What follows belongs to an exercise in optimizing a design on an open flow for small area, a short achievable clock period and few clock cycles; a production flow would make more cautious choices.
Power and IR drop assume default switching activity.

P:
==> flow/design.v (excerpt) <==
module char_lcs_edit_script_unit (
  input  logic       clk,
  input  logic       rst,
  input  logic       start,
  output logic       busy,
  input  logic [1:0] op,
  input  logic [7:0] ch,
  output logic       strobe,
  output logic [1:0] tag,
  output logic [7:0] ch_res,
  output logic       last,
  output logic       overflow
);
  localparam int ML = cled_pkg::MaxLen;
  typedef enum logic [2:0] {
    S_IDLE,
    S_REF0,
    S_REF,
    S_TRACE,
    S_EMIT,
    S_FINAL
  } st_t;
  st_t state;
  logic        busy_r, strobe_r, last_r, dropped, tab_ok, pb_v, all_d, cur_k, at_m;
  logic        tw_v, tw_rec, d_r;
  logic [1:0]  tag_r;
  logic [7:0]  chres_r;
  logic [4:0]  len_a, len_b, ba, ta, ei;
  logic [3:0]  wslot, tw_slot;
  logic [15:0] prev_v, mt_r;
  logic [16:0] mask, cur_mask;
  logic [7:0]  mem_a [ML];
  logic [7:0]  mem_b [ML];
  logic [15:0] tab [ML];
  logic acc, acc_a, acc_b, acc_run, app_a, app_b;
  assign acc = start & ~busy_r & ~rst;
  assign acc_a = acc & (op == cled_pkg::OP_APPEND_A);
  assign acc_b = acc & (op == cled_pkg::OP_APPEND_B);
  assign acc_run = acc & (op == cled_pkg::OP_RUN);
  assign app_a = acc_a & ~len_a[4];
  assign app_b = acc_b & ~len_b[4];
  logic [7:0]  cmp_ch, rd_b;
  logic [15:0] mt;
  always_comb begin
    rd_b = mem_b[ba[3:0]];
    cmp_ch = (state == S_IDLE) ? ch : rd_b;
    for (int k = 0; k < ML; k++) mt[k] = (mem_a[k] == cmp_ch);
  end
  logic [15:0] vnew, hc;
  logic [15:0] gg [5];
  logic [15:0] pp [5];
  always_comb begin
    gg[0] = mt_r & ~prev_v;
    pp[0] = ~prev_v;
    for (int l = 0; l < 4; l++) begin
      for (int k = 0; k < ML; k++) begin
        if (k >= (1 << l)) begin
          gg[l+1][k] = gg[l][k] | (pp[l][k] & gg[l][k-(1<<l)]);
          pp[l+1][k] = pp[l][k] & pp[l][k-(1<<l)];
        end else begin
          gg[l+1][k] = gg[l][k];
          pp[l+1][k] = pp[l][k];
        end
      end
    end
    hc = gg[4];
    vnew[0] = mt_r[0] | prev_v[0];
  ...
Settings: LEC_CHECK=0, CAP_MARGIN=20, CORE_MARGIN=2, CORE_UTILIZATION=40, SETUP_SLACK_MARGIN=4.8, SLEW_MARGIN=20, TNS_END_PERCENT=10; clock period 7.5 ns.
run.sh (not shown) runs the stock make flow with config.mk's settings and CLKGATE_MAP_FILE= SYNTH_SCRIPT=/design/flow/synth_recipe.tcl, a recipe that flattens the netlist after the stock synthesis.
Changes in Q relative to P:
Settings: CTS_CLUSTER_SIZE: unset -> 24; CTS_CLUSTER_DIAMETER: unset -> 80.
==> flow/flow/run.sh (new file) <==
#!/bin/bash
# the standard layout, with the port buffers taken from the plain buffer family
# (buf_4) instead of the delay cells buffer_ports picks by default; every input and
# output still gets its own buffer
set -o pipefail
cp standard.sh standard_sh_copy.txt
export BUFFER_PORTS_ARGS="-buffer_cell sky130_fd_sc_hd__buf_4"
bash standard.sh > standard_flow.log 2>&1
==> flow/standard.sh (new file) <==
#!/bin/bash
# synth_recipe.tcl (not shown) runs the flow's synth.tcl, then flattens the netlist and writes it again
# the make line also repeats each setting of config.mk as NAME=value (left out here)
make -C /OpenROAD-flow-scripts/flow DESIGN_CONFIG=/design/flow/config.mk WORK_HOME=/design/flow/orfs CLKGATE_MAP_FILE= SYNTH_SCRIPT=/design/flow/synth_recipe.tcl "${@:-finish}"
removed: flow/run.sh
Notes after the runs:
- Q: no failed stages, no open violations at the end
- In Q, the clock power share came out 9.1 points below the value in P.
- The smallest setup slack after layout in Q was lower than what P gave.
- Any difference in number of enable flip-flop cells after synthesis between Q and P is small enough to ignore.
- Relative to P, the normalized max-slew margin of Q is lower by 1.9 points.
- Net count reported at finish came out lower on Q than on P.
- When the final numbers for P and Q were put side by side, the HPWL after detailed placement turned out to be greater in Q.
- Comparing P and Q, via count of the first global-routing pass is higher on P.
- Of P and Q, the run reporting the higher cell depth of the worst setup path was Q.
What R does differently from Q at the input level:
Settings: putting CTS_BUF_LIST at sky130_fd_sc_hd__clkbuf_4 sky130_fd_sc_hd__clkbuf_8 where nothing was set; clearing CTS_CLUSTER_DIAMETER, which used to be 80; swapping 24 for 30 in CTS_CLUSTER_SIZE.
==> flow/run.sh (new file) <==
#!/bin/bash
# synth_recipe.tcl (not shown) runs the flow's synth.tcl, then flattens the netlist and writes it again
# the make line also repeats each setting of config.mk as NAME=value (left out here)
make -C /OpenROAD-flow-scripts/flow DESIGN_CONFIG=/design/flow/config.mk WORK_HOME=/design/flow/orfs CLKGATE_MAP_FILE= SYNTH_SCRIPT=/design/flow/synth_recipe.tcl finish
removed: flow/flow/run.sh
removed: flow/standard.sh
## What came out
Row part of the cycle the worst path needs: R higher / Q lower. Changes observed in R relative to Q: worst hold slack dropped 0.018 ns; area used by multi-input combinational logic barely changed; clock power share climbed 7.4 points.
The inputs of S differ from those of R as listed below.
Settings: removing CTS_CLUSTER_SIZE (formerly 30); removing CTS_BUF_LIST (formerly sky130_fd_sc_hd__clkbuf_4 sky130_fd_sc_hd__clkbuf_8).
==> flow/flow/run.sh (new file) <==
#!/bin/bash
# the standard layout, with the port buffers taken from the plain buffer family
# (buf_4) instead of the delay cells buffer_ports picks by default; every input and
# output still gets its own buffer
set -o pipefail
cp standard.sh standard_sh_copy.txt
export BUFFER_PORTS_ARGS="-buffer_cell sky130_fd_sc_hd__buf_4"
bash standard.sh > standard_flow.log 2>&1
==> flow/standard.sh (new file) <==
#!/bin/bash
# synth_recipe.tcl (not shown) runs the flow's synth.tcl, then flattens the netlist and writes it again
# the make line also repeats each setting of config.mk as NAME=value (left out here)
make -C /OpenROAD-flow-scripts/flow DESIGN_CONFIG=/design/flow/config.mk WORK_HOME=/design/flow/orfs CLKGATE_MAP_FILE= SYNTH_SCRIPT=/design/flow/synth_recipe.tcl "${@:-finish}"
removed: flow/run.sh
### Flow results
S ended up with fewer standard cells than R.
met3 wire length of S falls short of that of R by more than 10%.
Sort R and S by total power asc -> top: R
Synthesis-to-finish area growth, R and S: higher on R
Instance count after placement with tap cells included: R vs S, no meaningful difference
On register share of the cell area: between R and S, it ends up higher for S.
Sort R and S by switching power share of the total asc -> top: S
Setup changes, S to T
Settings: a change of SETUP_SLACK_MARGIN from 4.8 to 5; a change of TNS_END_PERCENT from 10 to 5.
==> flow/run.sh (new file) <==
#!/bin/bash
# synth_recipe.tcl (not shown) runs the flow's synth.tcl, then flattens the netlist and writes it again
# the make line also repeats each setting of config.mk as NAME=value (left out here)
make -C /OpenROAD-flow-scripts/flow DESIGN_CONFIG=/design/flow/config.mk WORK_HOME=/design/flow/orfs CLKGATE_MAP_FILE= SYNTH_SCRIPT=/design/flow/synth_recipe.tcl finish
removed: flow/flow/run.sh
removed: flow/standard.sh
T: full flow OK, the timing, design-rule and antenna checks passed
The number of setup buffers added after CTS reported for T is greater than that of S by 14.
Sort S and T by biggest cell delay along the critical path desc -> top: S
Met1 global-route usage: T vs S down 0.37 points
Sort S and T by achievable clock frequency desc -> top: S
S → T: total power lower, power in the clock group lower.
Diff S -> T: final hold slack dropped 0.0066 ns; wire length of the first global-routing pass dropped about 0.3%.
Function was not checked in any run of this note: the RTL went through the layout flow alone.

[re-timing with driven ports]
In the flow no input, the clock included, has a driving cell. The finished layouts below were timed again as built, in two steps. Step 1 (the two cells are an assumption about what drives the block):
set clk [get_ports {clk}]
set_driving_cell -lib_cell sky130_fd_sc_hd__clkbuf_16 $clk
set_driving_cell -lib_cell sky130_fd_sc_hd__buf_2 [delete_from_list [all_inputs] $clk]
Step 2 adds t to the input delays and takes it off the output delays; t is the mean of the earliest and latest rising clock arrival at the registers after step 1. Input paths then give back, and output paths get back, about the clock's delay inside the block. Three values: no drivers, after step 1, after step 2; two values: the first two.
| run | t (ns) | setup slack, ns | worst setup path at the end |
|---|---|---|---|
| P | 0.653 | 4.581 / 4.581 / 4.018 | input to register |
| Q | 0.629 | 4.578 / 4.578 / 4.068 | input to register |
| R | 0.741 | 4.514 / 4.514 / 3.930 | input to register |
| S | 0.676 | 4.652 / 4.652 / 4.058 | input to register |
| T | 0.653 | 4.582 / 4.582 / 4.020 | input to register |
After both steps every run listed still meets setup and hold. For S, which loses most, drivers alone change the setup slack by 0.000 ns; drivers and shift together by -0.594 ns.
